Context: an optimization exercise on an open-source flow, tuned for small area and few clock cycles. The choices shown serve that exercise and are no tape-out recipe. The RTL was checked by simulation tests, not by an equivalence proof against the original design. No activity file was given, so power comes from the tool's default toggle rates.

==> run a <==
## armDpTop
module armDpTop (
	input logic CLK,
	input logic CLR,
	input logic cmdValid,
	output logic cmdReady,
	input armDpPkg::aluOpT cmdOp,
	input logic cmdSetFlags,
	input armDpPkg::regAddrT cmdRd,
	input armDpPkg::regAddrT cmdRn,
	input logic cmdImm,
	input armDpPkg::operand2T cmdOperand2,
	output logic rspValid,
	input logic rspReady,
	output armDpPkg::dataT rspResult,
	output armDpPkg::flagsT rspFlags
);
clock: 10.0 ns
lec_check: 0
cap_margin: 20
core_margin: 2
core_utilization: 65
cts_buf_list: sky130_fd_sc_hd__clkbuf_8
cts_cluster_diameter: 100
cts_cluster_size: 16
place_density: 0.72
setup_slack_margin: 0.2
slew_margin: 20
synth_hierarchical: 1
standard.sh (not shown) runs the stock make flow with config.mk's settings and CLKGATE_MAP_FILE= SYNTH_SCRIPT=/design/flow/synth_recipe.tcl, a recipe that flattens the netlist after the stock synthesis.
==> flow/flow/run.sh <==
#!/bin/bash
# The standard layout (standard.sh, all steps from synthesis to finish),
# with one change: the buffers that ORFS puts on every input and output port
# are sky130_fd_sc_hd__buf_2 instead of the default choice of buffer_ports.
# The full output of the run goes to standard.log; ORFS's per-step logs are
# under orfs/logs/.
set -euo pipefail
export BUFFER_PORTS_ARGS="-buffer_cell sky130_fd_sc_hd__buf_2"
bash standard.sh > standard.log 2>&1
==> run b: changes against run a <==
--- a/flow/design.v
+++ b/flow/design.v
@@ -35,12 +35,13 @@
 endpackage
 `timescale 1ns/10ps
 module regFile (
 	input logic CLK,
 	input logic CLR,
 	input armDpPkg::regAddrT rdAddrA,
+	input logic rdEnA,
 	input armDpPkg::regAddrT rdAddrB,
 	input logic rdEnB,
 	output armDpPkg::dataT rdDataA,
 	output armDpPkg::dataT rdDataB,
 	input logic wrEn,
 	input logic clear,
@@ -60,13 +61,13 @@
 			if (regWrite[i])
 				regs[i] <= wrData;
 	end
 	always_comb
 		for (int i = 0; i < 16; i++)
 		begin
-			selA[i] = rdAddrA == i;
+			selA[i] = rdEnA && rdAddrA == i;
 			selB[i] = rdEnB && rdAddrB == i;
 		end
 	for (genvar b = 0; b < 32; b++)
 	begin : bitSlice
 		logic [16-1:0] column;
 		for (genvar i = 0; i < 16; i++)
@@ -273,15 +274,12 @@
 	logic invA;
 	logic invB;
 	logic cin;
 	logic arith;
 	logic selG;
 	logic selP;
-	logic selY;
-	armDpPkg::dataT x;
-	armDpPkg::dataT y;
 	armDpPkg::dataT p;
 	armDpPkg::dataT g;
 	armDpPkg::dataT logicN;
 	logic [W:0] carry;
 	logic overflow;
 	logic update;
@@ -323,39 +321,35 @@
 		endcase
 		if (clear)
 			arith = 1'b0;
 	end
 	assign selG = !clear && (op == armDpPkg::AND || op == armDpPkg::TST || op == armDpPkg::BIC
 		|| op == armDpPkg::ORR);
-	assign selP = !clear && (op == armDpPkg::EOR || op == armDpPkg::TEQ || op == armDpPkg::ORR);
-	assign selY = !clear && (op == armDpPkg::MOV || op == armDpPkg::MVN);
+	assign selP = !clear && (op == armDpPkg::EOR || op == armDpPkg::TEQ || op == armDpPkg::ORR
+		|| op == armDpPkg::MOV || op == armDpPkg::MVN);
 	for (genvar i = 0; i < W; i++)
 	begin : front
 		aluFront bitFront (
 			.a(rnValue[i]),
 			.b(operand2Value[i]),
 			.invA(invA),
 			.invB(invB),
-			.x(x[i]),
-			.y(y[i]),
 			.p(p[i]),
 			.g(g[i])
 		);
 	end
 	aluCarry carries (.g(g), .p(p), .cin(cin), .carry(carry));
 	for (genvar i = 0; i < W; i++)
 	begin : back
 		aluResultBit bitResult (
 			.p(p[i]),
 			.g(g[i]),
-			.y(y[i]),
 			.c(carry[i]),
 			.arith(arith),
 			.selG(selG),
 			.selP(selP),
-			.selY(selY),
 			.logicN(logicN[i]),
 			.r(result[i])
 		);
 	end
 	assign overflow = carry[W] ^ carry[W-1];
 	assign writesRd = !(op == armDpPkg::TST || op == armDpPkg::TEQ || op == armDpPkg::CMP || op == armDpPkg::CMN);
@@ -367,17 +361,17 @@
 endmodule
 module aluFront (
 	input logic a,
 	input logic b,
 	input logic invA,
 	input logic invB,
-	output logic x,
-	output logic y,
 	output logic p,
 	output logic g
 );
+	logic x;
+	logic y;
 	assign x = a ^ invA;
 	assign y = b ^ invB;
 	assign p = x ^ y;
 	assign g = x & y;
 endmodule
 module aluCarry (
@@ -409,22 +403,20 @@
 	end
 	assign carry = {gg, cin};
 endmodule
 module aluResultBit (
 	input logic p,
 	input logic g,
-	input logic y,
 	input logic c,
 	input logic arith,
 	input logic selG,
 	input logic selP,
-	input logic selY,
 	output logic logicN,
 	output logic r
 );
-	assign logicN = !((selG && g) || (selP && p) || (selY && y));
+	assign logicN = !((selG && g) || (selP && p));
 	assign r = !logicN || (arith && (p ^ c));
 endmodule
 `timescale 1ns/10ps
 module executeStage (
 	input logic CLK,
 	input logic CLR,
@@ -496,12 +488,13 @@
 		.opOperand2(operand2Q)
 	);
 	regFile regs (
 		.CLK(CLK),
 		.CLR(CLR),
 		.rdAddrA(rnQ),
+		.rdEnA(!(opQ == armDpPkg::MOV || opQ == armDpPkg::MVN)),
 		.rdAddrB(operand2Q[4-1:0]),
 		.rdEnB(!immQ),
 		.rdDataA(rnData),
 		.rdDataB(rmData),
 		.wrEn(take && writesRd),
 		.clear(clearing),
--- a/flow/config.mk
+++ b/flow/config.mk
@@ -7,11 +7,11 @@
 export LEC_CHECK = 0
 export CAP_MARGIN = 20
 export CORE_MARGIN = 2
 export CORE_UTILIZATION = 65
 export CTS_BUF_LIST = sky130_fd_sc_hd__clkbuf_8
 export CTS_CLUSTER_DIAMETER = 100
-export CTS_CLUSTER_SIZE = 16
+export CTS_CLUSTER_SIZE = 14
 export PLACE_DENSITY = 0.72
-export SETUP_SLACK_MARGIN = 0.2
+export SETUP_SLACK_MARGIN = 0.3
 export SLEW_MARGIN = 20
 export SYNTH_HIERARCHICAL = 1
==> run c: changes against run a <==
--- a/flow/design.v
+++ b/flow/design.v
@@ -40,34 +40,36 @@
 	input armDpPkg::regAddrT rdAddrA,
 	input armDpPkg::regAddrT rdAddrB,
 	input logic rdEnB,
 	output armDpPkg::dataT rdDataA,
 	output armDpPkg::dataT rdDataB,
 	input logic wrEn,
-	input logic clear,
 	input armDpPkg::regAddrT wrAddr,
 	input armDpPkg::dataT wrData
 );
 	armDpPkg::dataT regs [0:16-1];
-	logic [16-1:0] regWrite;
+	logic [16-1:0] written;
 	logic [16-1:0] selA;
 	logic [16-1:0] selB;
-	always_comb
-		for (int i = 0; i < 16; i++)
-			regWrite[i] = clear || (wrEn && wrAddr == i);
+	always_ff @(posedge CLK or negedge CLR)
+	begin
+		if (!CLR)
+			written <= '0;
+		else if (wrEn)
+			written[wrAddr] <= 1'b1;
+	end
 	always_ff @(posedge CLK)
 	begin
-		for (int i = 0; i < 16; i++)
-			if (regWrite[i])
-				regs[i] <= wrData;
+		if (wrEn)
+			regs[wrAddr] <= wrData;
 	end
 	always_comb
 		for (int i = 0; i < 16; i++)
 		begin
-			selA[i] = rdAddrA == i;
-			selB[i] = rdEnB && rdAddrB == i;
+			selA[i] = written[i] && rdAddrA == i;
+			selB[i] = written[i] && rdEnB && rdAddrB == i;
 		end
 	for (genvar b = 0; b < 32; b++)
 	begin : bitSlice
 		logic [16-1:0] column;
 		for (genvar i = 0; i < 16; i++)
 			assign column[i] = regs[i][b];
@@ -105,26 +107,12 @@
 	assign y = !((a0 && b0) || (a1 && b1) || (a2 && b2));
 endmodule
 module rfNand6 (
 	input logic [5:0] a,
 	output logic y
 );
-	logic low3;
-	rfAnd3 first (.a(a[2:0]), .y(low3));
-	rfNand4 second (.a({a[5:3], low3}), .y(y));
-endmodule
-module rfAnd3 (
-	input logic [2:0] a,
-	output logic y
-);
-	assign y = &a;
-endmodule
-module rfNand4 (
-	input logic [3:0] a,
-	output logic y
-);
 	assign y = !(&a);
 endmodule
 `timescale 1ns/10ps
 module shifterOperand (
 	input logic imm,
 	input armDpPkg::operand2T operand2,
@@ -156,39 +144,15 @@
 				.b(level[l][(i + (1 << l)) % W]),
 				.s(rotAmount[l]),
 				.y(level[l+1][i])
 			);
 		end
 	end
-	logic [3:0] gtHi;   
-	logic [3:0] eqHi;   
-	logic [7:0] geLo;   
-	logic [3:0] gtSel;
-	logic [3:0] eqSel;
-	logic [7:0] geSel;
 	always_comb
-	begin
-		for (int v = 0; v < 4; v++)
-		begin
-			gtHi[v] = v > amount[4:3];
-			eqHi[v] = v == amount[4:3];
-		end
-		for (int w = 0; w < 8; w++)
-			geLo[w] = w >= amount[2:0];
-		for (int v = 0; v < 4; v++)
-		begin
-			gtSel[v] = isRor || (isLsl ? gtHi[v] : gtHi[3-v]);
-			eqSel[v] = isLsl ? eqHi[v] : eqHi[3-v];
-		end
-		for (int w = 0; w < 8; w++)
-			geSel[w] = isLsl ? geLo[w] : geLo[7-w];
-	end
-	for (genvar i = 0; i < W; i++)
-	begin : keepBit
-		shAo21 keepGate (.a(gtSel[i/8]), .b(eqSel[i/8]), .c(geSel[i%8]), .y(keep[i]));
-	end
+		for (int i = 0; i < W; i++)
+			keep[i] = isRor || (isLsl ? (i >= amount) : (W - 1 - i >= amount));
 	for (genvar i = 0; i < W; i++)
 	begin : fillMux
 		shMux2i mux (.a(fillN), .b(level[5][i]), .s(keep[i]), .y(value[i]));
 	end
 endmodule
 module shMux2i (
@@ -196,20 +160,12 @@
 	input logic b,
 	input logic s,
 	output logic y
 );
 	assign y = !(s ? b : a);
 endmodule
-module shAo21 (
-	input logic a,
-	input logic b,
-	input logic c,
-	output logic y
-);
-	assign y = a || (b && c);
-endmodule
 `timescale 1ns/10ps
 module operandFetch (
 	input logic CLK,
 	input logic CLR,
 	input logic cmdValid,
 	output logic cmdReady,
@@ -217,29 +173,21 @@
 	input logic cmdSetFlags,
 	input armDpPkg::regAddrT cmdRd,
 	input armDpPkg::regAddrT cmdRn,
 	input logic cmdImm,
 	input armDpPkg::operand2T cmdOperand2,
 	input logic rspReady,
-	output logic clearing,
 	output logic opValid,
 	output armDpPkg::aluOpT opOp,
 	output logic opSetFlags,
 	output armDpPkg::regAddrT opRd,
 	output armDpPkg::regAddrT opRn,
 	output logic opImm,
 	output armDpPkg::operand2T opOperand2
 );
-	always_ff @(posedge CLK or negedge CLR)
-	begin
-		if (!CLR)
-			clearing <= 1'b1;
-		else
-			clearing <= 1'b0;
-	end
-	assign cmdReady = !clearing && (!opValid || rspReady);
+	assign cmdReady = !opValid || rspReady;
 	always_ff @(posedge CLK or negedge CLR)
 	begin
 		if (!CLR)
 			opValid <= 1'b0;
 		else if (cmdReady)
 			opValid <= cmdValid;
@@ -260,13 +208,12 @@
 `timescale 1ns/10ps
 module aluCore (
 	input armDpPkg::aluOpT op,
 	input armDpPkg::dataT rnValue,
 	input armDpPkg::dataT operand2Value,
 	input logic setFlags,
-	input logic clear,  
 	input armDpPkg::flagsT flagsIn,
 	output armDpPkg::dataT result,
 	output armDpPkg::flagsT flagsOut,  
 	output logic writesRd
 );
 	localparam int W = 32;
@@ -318,19 +265,17 @@
 			begin
 				invB = 1'b1;
 				arith = 1'b0;
 			end
 			default: arith = 1'b0;
 		endcase
-		if (clear)
-			arith = 1'b0;
 	end
-	assign selG = !clear && (op == armDpPkg::AND || op == armDpPkg::TST || op == armDpPkg::BIC
-		|| op == armDpPkg::ORR);
-	assign selP = !clear && (op == armDpPkg::EOR || op == armDpPkg::TEQ || op == armDpPkg::ORR);
-	assign selY = !clear && (op == armDpPkg::MOV || op == armDpPkg::MVN);
+	assign selG = op == armDpPkg::AND || op == armDpPkg::TST || op == armDpPkg::BIC
+		|| op == armDpPkg::ORR;
+	assign selP = op == armDpPkg::EOR || op == armDpPkg::TEQ || op == armDpPkg::ORR;
+	assign selY = op == armDpPkg::MOV || op == armDpPkg::MVN;
 	for (genvar i = 0; i < W; i++)
 	begin : front
 		aluFront bitFront (
 			.a(rnValue[i]),
 			.b(operand2Value[i]),
 			.invA(invA),
@@ -392,23 +337,18 @@
 	always_comb
 	begin
 		gg = g;
 		pp = p;
 		gg[0] = g[0] | (p[0] & cin);
 		for (int l = 0; l < 5; l++)
-			for (int i = (2 << l) - 1; i < W; i += (2 << l))
-			begin
-				gg[i] = gg[i] | (pp[i] & gg[i - (1 << l)]);
-				pp[i] = pp[i] & pp[i - (1 << l)];
-			end
-		for (int l = 3; l >= 0; l--)
-			for (int i = 3 * (1 << l) - 1; i < W; i += (2 << l))
-			begin
-				gg[i] = gg[i] | (pp[i] & gg[i - (1 << l)]);
-				pp[i] = pp[i] & pp[i - (1 << l)];
-			end
+			for (int i = 0; i < W; i++)
+				if ((i >> l) % 2 == 1)
+				begin
+					gg[i] = gg[i] | (pp[i] & gg[((i >> l) << l) - 1]);
+					pp[i] = pp[i] & pp[((i >> l) << l) - 1];
+				end
 	end
 	assign carry = {gg, cin};
 endmodule
 module aluResultBit (
 	input logic p,
 	input logic g,
@@ -470,26 +410,24 @@
 	armDpPkg::dataT operand2Value;
 	armDpPkg::dataT aluResult;
 	armDpPkg::flagsT flagsQ;
 	armDpPkg::flagsT aluFlags;
 	logic writesRd;
 	logic take;
-	logic clearing;
 	operandFetch fetch (
 		.CLK(CLK),
 		.CLR(CLR),
 		.cmdValid(cmdValid),
 		.cmdReady(cmdReady),
 		.cmdOp(cmdOp),
 		.cmdSetFlags(cmdSetFlags),
 		.cmdRd(cmdRd),
 		.cmdRn(cmdRn),
 		.cmdImm(cmdImm),
 		.cmdOperand2(cmdOperand2),
 		.rspReady(rspReady),
-		.clearing(clearing),
 		.opValid(rspValid),
 		.opOp(opQ),
 		.opSetFlags(setFlagsQ),
 		.opRd(rdQ),
 		.opRn(rnQ),
 		.opImm(immQ),
@@ -501,13 +439,12 @@
 		.rdAddrA(rnQ),
 		.rdAddrB(operand2Q[4-1:0]),
 		.rdEnB(!immQ),
 		.rdDataA(rnData),
 		.rdDataB(rmData),
 		.wrEn(take && writesRd),
-		.clear(clearing),
 		.wrAddr(rdQ),
 		.wrData(aluResult)
 	);
 	shifterOperand shifter (
 		.imm(immQ),
 		.operand2(operand2Q),
@@ -516,13 +453,12 @@
 	);
 	aluCore alu (
 		.op(opQ),
 		.rnValue(rnData),
 		.operand2Value(operand2Value),
 		.setFlags(setFlagsQ),
-		.clear(clearing),
 		.flagsIn(flagsQ),
 		.result(aluResult),
 		.flagsOut(aluFlags),
 		.writesRd(writesRd)
 	);
 	executeStage exec (
==> flow/run.sh (new file) <==
#!/bin/bash
# synth_recipe.tcl (not shown) runs the flow's synth.tcl, then flattens the netlist and writes it again
# the make line also repeats each setting of config.mk as NAME=value (left out here)
make -C /OpenROAD-flow-scripts/flow DESIGN_CONFIG=/design/flow/config.mk WORK_HOME=/design/flow/orfs CLKGATE_MAP_FILE= SYNTH_SCRIPT=/design/flow/synth_recipe.tcl finish
--- a/flow/config.mk
+++ b/flow/config.mk
@@ -9,9 +9,9 @@
 export CORE_MARGIN = 2
 export CORE_UTILIZATION = 65
 export CTS_BUF_LIST = sky130_fd_sc_hd__clkbuf_8
 export CTS_CLUSTER_DIAMETER = 100
 export CTS_CLUSTER_SIZE = 16
 export PLACE_DENSITY = 0.72
-export SETUP_SLACK_MARGIN = 0.2
+export SETUP_SLACK_MARGIN = 0.3
 export SLEW_MARGIN = 20
 export SYNTH_HIERARCHICAL = 1
removed: flow/flow/run.sh
removed: flow/standard.sh
==> comparison <==
- Synthesized cell count, lowest first: run a, run b, run c.
- Clock power is about the same in run a and run c.
- The lowest core utilization belongs to run c, the highest to run b.
- Wire length: run b > run a > run c.
- Cell area: run c > run b > run a.
- Between run b and run c, the lower register-to-register slack is in run b (gap 230 ps).
- In run a the via count is higher than in run b, by 0.24%.
- Clock-buffer cell count is the same in run a and run c.
Testbench counts of run a, summed over its fixed seeds: cycles 12,008.
Testbench counts of run b, summed over its fixed seeds: cycles 12,008.
Testbench counts of run c, summed over its fixed seeds: cycles 12,008.

-- afterwards: timing with drivers on the ports --
The results above use ideal ports. As a check the final layouts listed here were re-extracted and re-timed, cells and wires unchanged.
Step 1 assumes that a clkbuf_16 drives the clock port and a buf_2 every other input.
Step 2 adds t to the input delays and takes it off the output delays; t is the mean of the earliest and latest rising clock arrival at the registers after step 1. Input paths then give back, and output paths get back, about the clock's delay inside the block.
Slacks: ideal / step 1 / step 2; pairs: ideal / step 1.
run | shift t [ns] | setup slack, ns | clock arrival spread, ns | cell pins on the clock port's net
run a | 0.700 | 0.200 / 0.145 / 0.845 | 0.040 / 0.040 | 1
run b | 0.707 | 0.285 / 0.231 / 0.937 | 0.052 / 0.051 | 1
run c | 0.697 | 0.445 / 0.391 / 1.088 | 0.037 / 0.038 | 1
After both steps every run listed still meets setup and hold.
